This is an optimization exercise on Yosys and OpenROAD, whose aim is small area and few clock cycles per item, not a production implementation. In this exercise RTL edits were held to simulation tests only and were not proved equivalent to the original. Power figures rest on the tool's default switching activity, not on a simulated workload.

`run.sh`:
```
#!/bin/bash
# synth_recipe.tcl (not shown) runs the flow's synth.tcl, then flattens the netlist and writes it again
# the make line also repeats each setting of config.mk as NAME=value (left out here)
make -C /OpenROAD-flow-scripts/flow DESIGN_CONFIG=/design/flow/config.mk WORK_HOME=/design/flow/orfs CLKGATE_MAP_FILE= SYNTH_SCRIPT=/design/flow/synth_recipe.tcl finish
```
`design.v`:
```
package fir_pkg;
  typedef enum logic [1:0] {IDLE, MAC, ROUND, OUT} fir_state_t;
endpackage
module fir_mac #(
  parameter int DATA_WIDTH = 16,
  parameter int COEF_WIDTH = 16,
  parameter int ACC_WIDTH  = 36
) (
  input  logic                         clk,
  input  logic                         reset,
  input  logic                         clr,
  input  logic                         en,
  input  logic signed [DATA_WIDTH-1:0] a,
  input  logic signed [COEF_WIDTH-1:0] b,
  output logic signed [ACC_WIDTH-1:0]  acc
);
  logic signed [DATA_WIDTH+COEF_WIDTH-1:0] prod;
  assign prod = a * b;
  always_ff @(posedge clk)
    if (reset || clr) acc <= '0;
    else if (en) acc <= acc + ACC_WIDTH'(prod);
endmodule
module fir_serial_mac #(
  parameter int DATA_WIDTH = 16,
  parameter int COEF_WIDTH = 16,
  parameter int TAPS       = 9,
  parameter int OUT_WIDTH  = 16,
  parameter int SHIFT      = 15
) (
  input  logic                         clk,
  input  logic                         reset,
  input  logic                         coef_wr,
  input  logic [$clog2(TAPS)-1:0]      coef_addr,
  input  logic signed [COEF_WIDTH-1:0] coef_data,
  input  logic                         in_valid,
  input  logic signed [DATA_WIDTH-1:0] in_data,
  output logic                         in_ready,
  output logic                         out_valid,
  output logic signed [OUT_WIDTH-1:0]  out_data,
  output logic                         out_sat,
  input  logic                         out_ready,
  output logic                         busy
);
  localparam int ACC_WIDTH = DATA_WIDTH + COEF_WIDTH + $clog2(TAPS);
  localparam logic signed [63:0] SAT_MAX = (64'sd1 <<< (OUT_WIDTH - 1)) - 64'sd1;
  localparam logic signed [63:0] SAT_MIN = -(64'sd1 <<< (OUT_WIDTH - 1));
  localparam int RW = ACC_WIDTH + 1;
  localparam int KW = $clog2(TAPS);
  localparam logic [KW-1:0] K_LAST = KW'(TAPS - 1);
  localparam logic signed [RW-1:0] RND = (SHIFT == 0) ? RW'(0) : RW'(1) << (SHIFT == 0 ? 0 : SHIFT - 1);
  fir_pkg::fir_state_t state, state_nx;
  logic [KW-1:0] k;
  logic [TAPS-1:0][DATA_WIDTH-1:0] x;
  logic [TAPS-1:0][COEF_WIDTH-1:0] b;
  logic signed [ACC_WIDTH-1:0] acc;
  logic signed [RW-1:0] sum, r;
  logic signed [63:0] r_ext;
  logic accept, hi, lo;
  logic signed [DATA_WIDTH-1:0] mac_a;
  logic signed [COEF_WIDTH-1:0] mac_b;
  assign in_ready  = state == fir_pkg::IDLE && !reset;
  assign accept    = in_valid && in_ready;
  assign busy      = state != fir_pkg::IDLE;
  assign out_valid = state == fir_pkg::OUT;
  assign mac_a = x[k];
  assign mac_b = b[k];
  assign sum   = {acc[ACC_WIDTH-1], acc} + RND;
  assign r     = sum >>> SHIFT;
  assign r_ext = 64'(r);
  assign hi    = r_ext > SAT_MAX;
  assign lo    = r_ext < SAT_MIN;
  fir_mac #(.DATA_WIDTH(DATA_WIDTH), .COEF_WIDTH(COEF_WIDTH), .ACC_WIDTH(ACC_WIDTH)) u_mac (
    .clk   (clk),
    .reset (reset),
    .clr   (accept),
    .en    (state == fir_pkg::MAC),
    .a     (mac_a),
    .b     (mac_b),
    .acc   (acc)
  );
  always_comb begin
    state_nx = state;
    unique case (state)
      fir_pkg::IDLE:  state_nx = accept ? fir_pkg::MAC : fir_pkg::IDLE;
      fir_pkg::MAC:   state_nx = k == K_LAST ? fir_pkg::ROUND : fir_pkg::MAC;
      fir_pkg::ROUND: state_nx = fir_pkg::OUT;
      fir_pkg::OUT:   state_nx = out_ready ? fir_pkg::IDLE : fir_pkg::OUT;
    endcase
  end
  always_ff @(posedge clk)
    if (reset) begin
      state    <= fir_pkg::IDLE;
      k        <= '0;
      x        <= '0;
      b        <= '0;
      out_data <= '0;
      out_sat  <= 1'b0;
    end else begin
      state <= state_nx;
      if (state == fir_pkg::IDLE && coef_wr && 32'(coef_addr) < TAPS) b[coef_addr] <= coef_data;
      k <= accept ? '0 : state == fir_pkg::MAC ? k + KW'(1) : k;
      if (accept) x <= {x[TAPS-2:0], in_data};
      if (state == fir_pkg::ROUND) begin
        out_data <= hi ? OUT_WIDTH'(SAT_MAX) : lo ? OUT_WIDTH'(SAT_MIN) : OUT_WIDTH'(r_ext);
        out_sat  <= hi || lo;
      end
    end
endmodule
```
`config.mk`:
```
export PLATFORM = sky130hd
export DESIGN_NAME = fir_serial_mac
export DESIGN_NICKNAME = fir_serial_mac
export VERILOG_FILES = /design/flow/design.v
export SDC_FILE = /design/flow/constraint.sdc
export NUM_CORES = 4
export LEC_CHECK = 0
export CAP_MARGIN = 20
export CORE_MARGIN = 2
export CORE_UTILIZATION = 40
export SLEW_MARGIN = 20
```
`constraint.sdc`:
```
create_clock -name core_clock -period 10.0 [get_ports {clk}]
set_input_delay 2.0000 -clock core_clock [delete_from_list [all_inputs] [get_ports {clk}]]
set_output_delay 2.0000 -clock core_clock [all_outputs]
set_load 0.01 [all_outputs]
```
==> results.txt <==
- Per-cell routed wire length: 17.69 um
- Synth Area per Inst: 9.106 um^2
- Dpl hpwl: 48.98 mm
- Primary FF master, synth: dfxtp_1
- Place WS: 1809 ps
- Leakage: 0.01279 uW
- Status: finished clean
- Power density cells: 108.0 nW/um^2
- Vias in the first global route: 19970
- Levels on crit path: 27
- Buf+Inv Stages, Crit Path: 7
- Max-slew violation count: 0
- Unrepaired setup endpoints after global routing: no
- Row cnt: 94
- Number of hold buffers added after cts: 0
- Clock buffer depth: 3
- Worst Max-Slew Pin Slew: 1048 ps
- CTS root buffer: clkbuf_16
- Simple-Gate Fraction of Synth Area: 16.21%
- Max Fclk: 122.0 MHz
- Cell Count Post-Placement: 3710
- Placed Area: 27820 um^2
- Period utilization: 81.99%
- Total Routed Length: 66.97 mm
- Via count: 19460
- Post-Route Skew: 24.75 ps
- Compound-Gate Fraction of Synth Area: 9.306%
- Mapped Area: 26610 um^2
- CP required: 10440 ps
- CTS tree: done
- Reg2Reg Depth: 27
- Drt pass-1 iters: 5
- IO Port Bufs: 60
- CP top delay family: adder cells
- GRT overflow: 0
- H-tree levels: 2
- Startpoint types: flop
- Slowest cell on crit path: dfxtp_4
- Hold path depth: 2
- Design Area, Final: 29310 um^2
- Setup WS post-layout: 1801 ps
- Clock slew at reported path FFs: 60 ps
- Synth Net Count: 3389
- GR Util All Layers: 19.87%
- Crit Path Max Fanout: 33
- #FFs+latches synth: 347
- Clock net sink count: 347
- Fin Hold WS: 456.6 ps
- Critical path origin: k[1]
- ANT cells: 0
- Layout cells sized above 1: 7.666%
- DRC violations left: 0
- Core area: 65860 um^2
- R2R Path Start: k[1]
- Cts repair resizes: 0
- Sequential fraction of the synthesis area: 26.11%
- Layout Cells excl Fill: 3786
- GP Congestion: 0.8750
- Hold Crit Class: flop to flop
- Via-per-instance ratio: 5.141
- Synth Area in Adders: 28.89%
- Async SR Flop Fraction: 0%
- Most common cell after layout, fill and taps aside: inv_1
- Largest net degree at the start of global routing: 134
- Die Wd: 261.9 um
- Maximum vdd ir drop: 104.0 uV
- Syn Inst Count: 2922
- Worst path max stage delay: 740 ps
- Kind of critical path: flop to flop
- CTS buffer count: 40
- Largest family of logic cells by synthesized area: adder cells
- Die height: 261.9 um
- EDFF count, synth: 0
- I/O Pins: 61
- Post-synth cell types: 60
- Initial antenna violation count: 1
- Worst skew pair latency: 570 ps
- Max_cap viols: 0
- Antenna Nets Post-Route: 0
- Post-Synth XOR/XNOR Area: 1.580%
- Most frequent cells in the layout: inv_1, nand2_1, dfxtp_1
- Initial drt markers: 1351
- Post-CTS Repair Setup Buffers: 0
- TNS Setup: 0 ps
- Crit end category: flop
- Mux contribution to synthesized area: 9.480%
- Worst rel slew slack: 30.15%
- Minimum clock period: 8199 ps
- Synth warnings: 2
- Final hold violation count: 0
- Die area: 68600 um^2
- Hold Path Origin: b[6]
- WP data arrival: 8640 ps
- Area Overhead vs Synth: 10.16%
- Global-route wire length before repair: 108.4 mm
- Nets: 3358
- Setup Viol. Count Final: 0
- Initial Util: 40.40%
==> final timing paths <==
path,end,slack [ps]
worst max-delay path,u_mac.acc[34],1800
worst min register to register,b[6],460
worst min-delay path,b[6],460
worst max register to register,u_mac.acc[34],1800
==> worst min-delay path: cells and delay by family (launching register included) <==
family | cells | cell delay [ps]
AO/OA/AOI/OAI | 1 | 50
flip-flops | 1 | 310
AND/OR/NAND/NOR | 1 | 50
==> final cells by class <==
class | instances | area [um^2]
clock buffers | 55 | 1199
fillers | 6230 | 36550
well taps | 864 | 1081
flip-flops and latches | 347 | 6955
clock inverters | 18 | 207.7
inverters | 383 | 1438
multi-input cells | 2016 | 17430
repair buffers | 103 | 999.7
==> flip-flops by register name (all words and copies together) (netlist names) <==
name       count
state          2
u_mac.acc     36
out_data      16
x            144
out_sat        1
k              4
b            144
==> cell families after synthesis <==
family          after synthesis
mux                         172
flops                       347
fa+ha+maj                   426
compound gates              406
simple gates                964
buf+inv                     559
xor+xnor                     48
==> power breakdown <==
part           switching [uW]  leakage, uW  internal (uW)
clock network             631     0.000690            903
registers                19.1      0.00280           1400
logic                     141      0.00930           76.7
==> Yosys cell counts (21+ instances only) <==
cell type	count	area (um^2)
clkbuf_1	103	386.6
ha_1	112	1401
buf_2	40	200.2
nand3_1	39	195.2
inv_1	383	1438
nand2_1	356	1336
mux4_2	64	1441
a22oi_1	48	360.4
o21ai_1	21	105.1
mux2i_1	108	1081
xnor2_1	30	262.8
o21ai_0	171	855.8
nand2b_1	169	1057
fa_1	314	6286
nor2_1	323	1212
dfxtp_1	347	6947
a21oi_1	72	360.4
==> metal layers <==
metal / global-route usage, % / up-vias / share of wire (%)
li1: - / 9262 / -
met1: 26.42 / 9588 / 45
met2: 33.27 / 498 / 47
met3: 3.173 / 112 / 5.3
met4: 6.230 / 2 / 2.7
met5: 0 / - / 0.019
==> through the flow <==
stage | util (%) | power, uW
4_1_cts | 44.38 | 3203
3_3_place_gp | 42.23 | 1656
3_5_place_dp | 42.24 | 1660
5_1_grt | 44.50 | 3280
2_1_floorplan | - | 1584
6_report | 44.50 | 3166
Testbench counts, summed over its fixed seeds: cycles 24,576, items 2,048.

what the ideal ports hide:
Ports are ideal in the flow. The routed layout listed here was re-timed in OpenROAD. Step 1: set_driving_cell puts a clkbuf_16 on clk and a buf_2 on each other input, an assumption about the parent block. Step 2, shift: input delay + t, output delay - t, t = (earliest + latest rising clock arrival at the registers) / 2. This alone moves slack from input paths to output paths. Slacks: ideal ports / drivers / drivers and shift; pairs: ideal ports / drivers.
shift t [ns]: 0.619
setup slack, ns: 1.801 / 1.801 / 1.801
slew at the worst register clock pin (ns): 0.07 / 0.07
After both steps this run still meets setup and hold. The setup slack of this run moves by 0.000 ns with the drivers and by 0.000 ns with both steps.
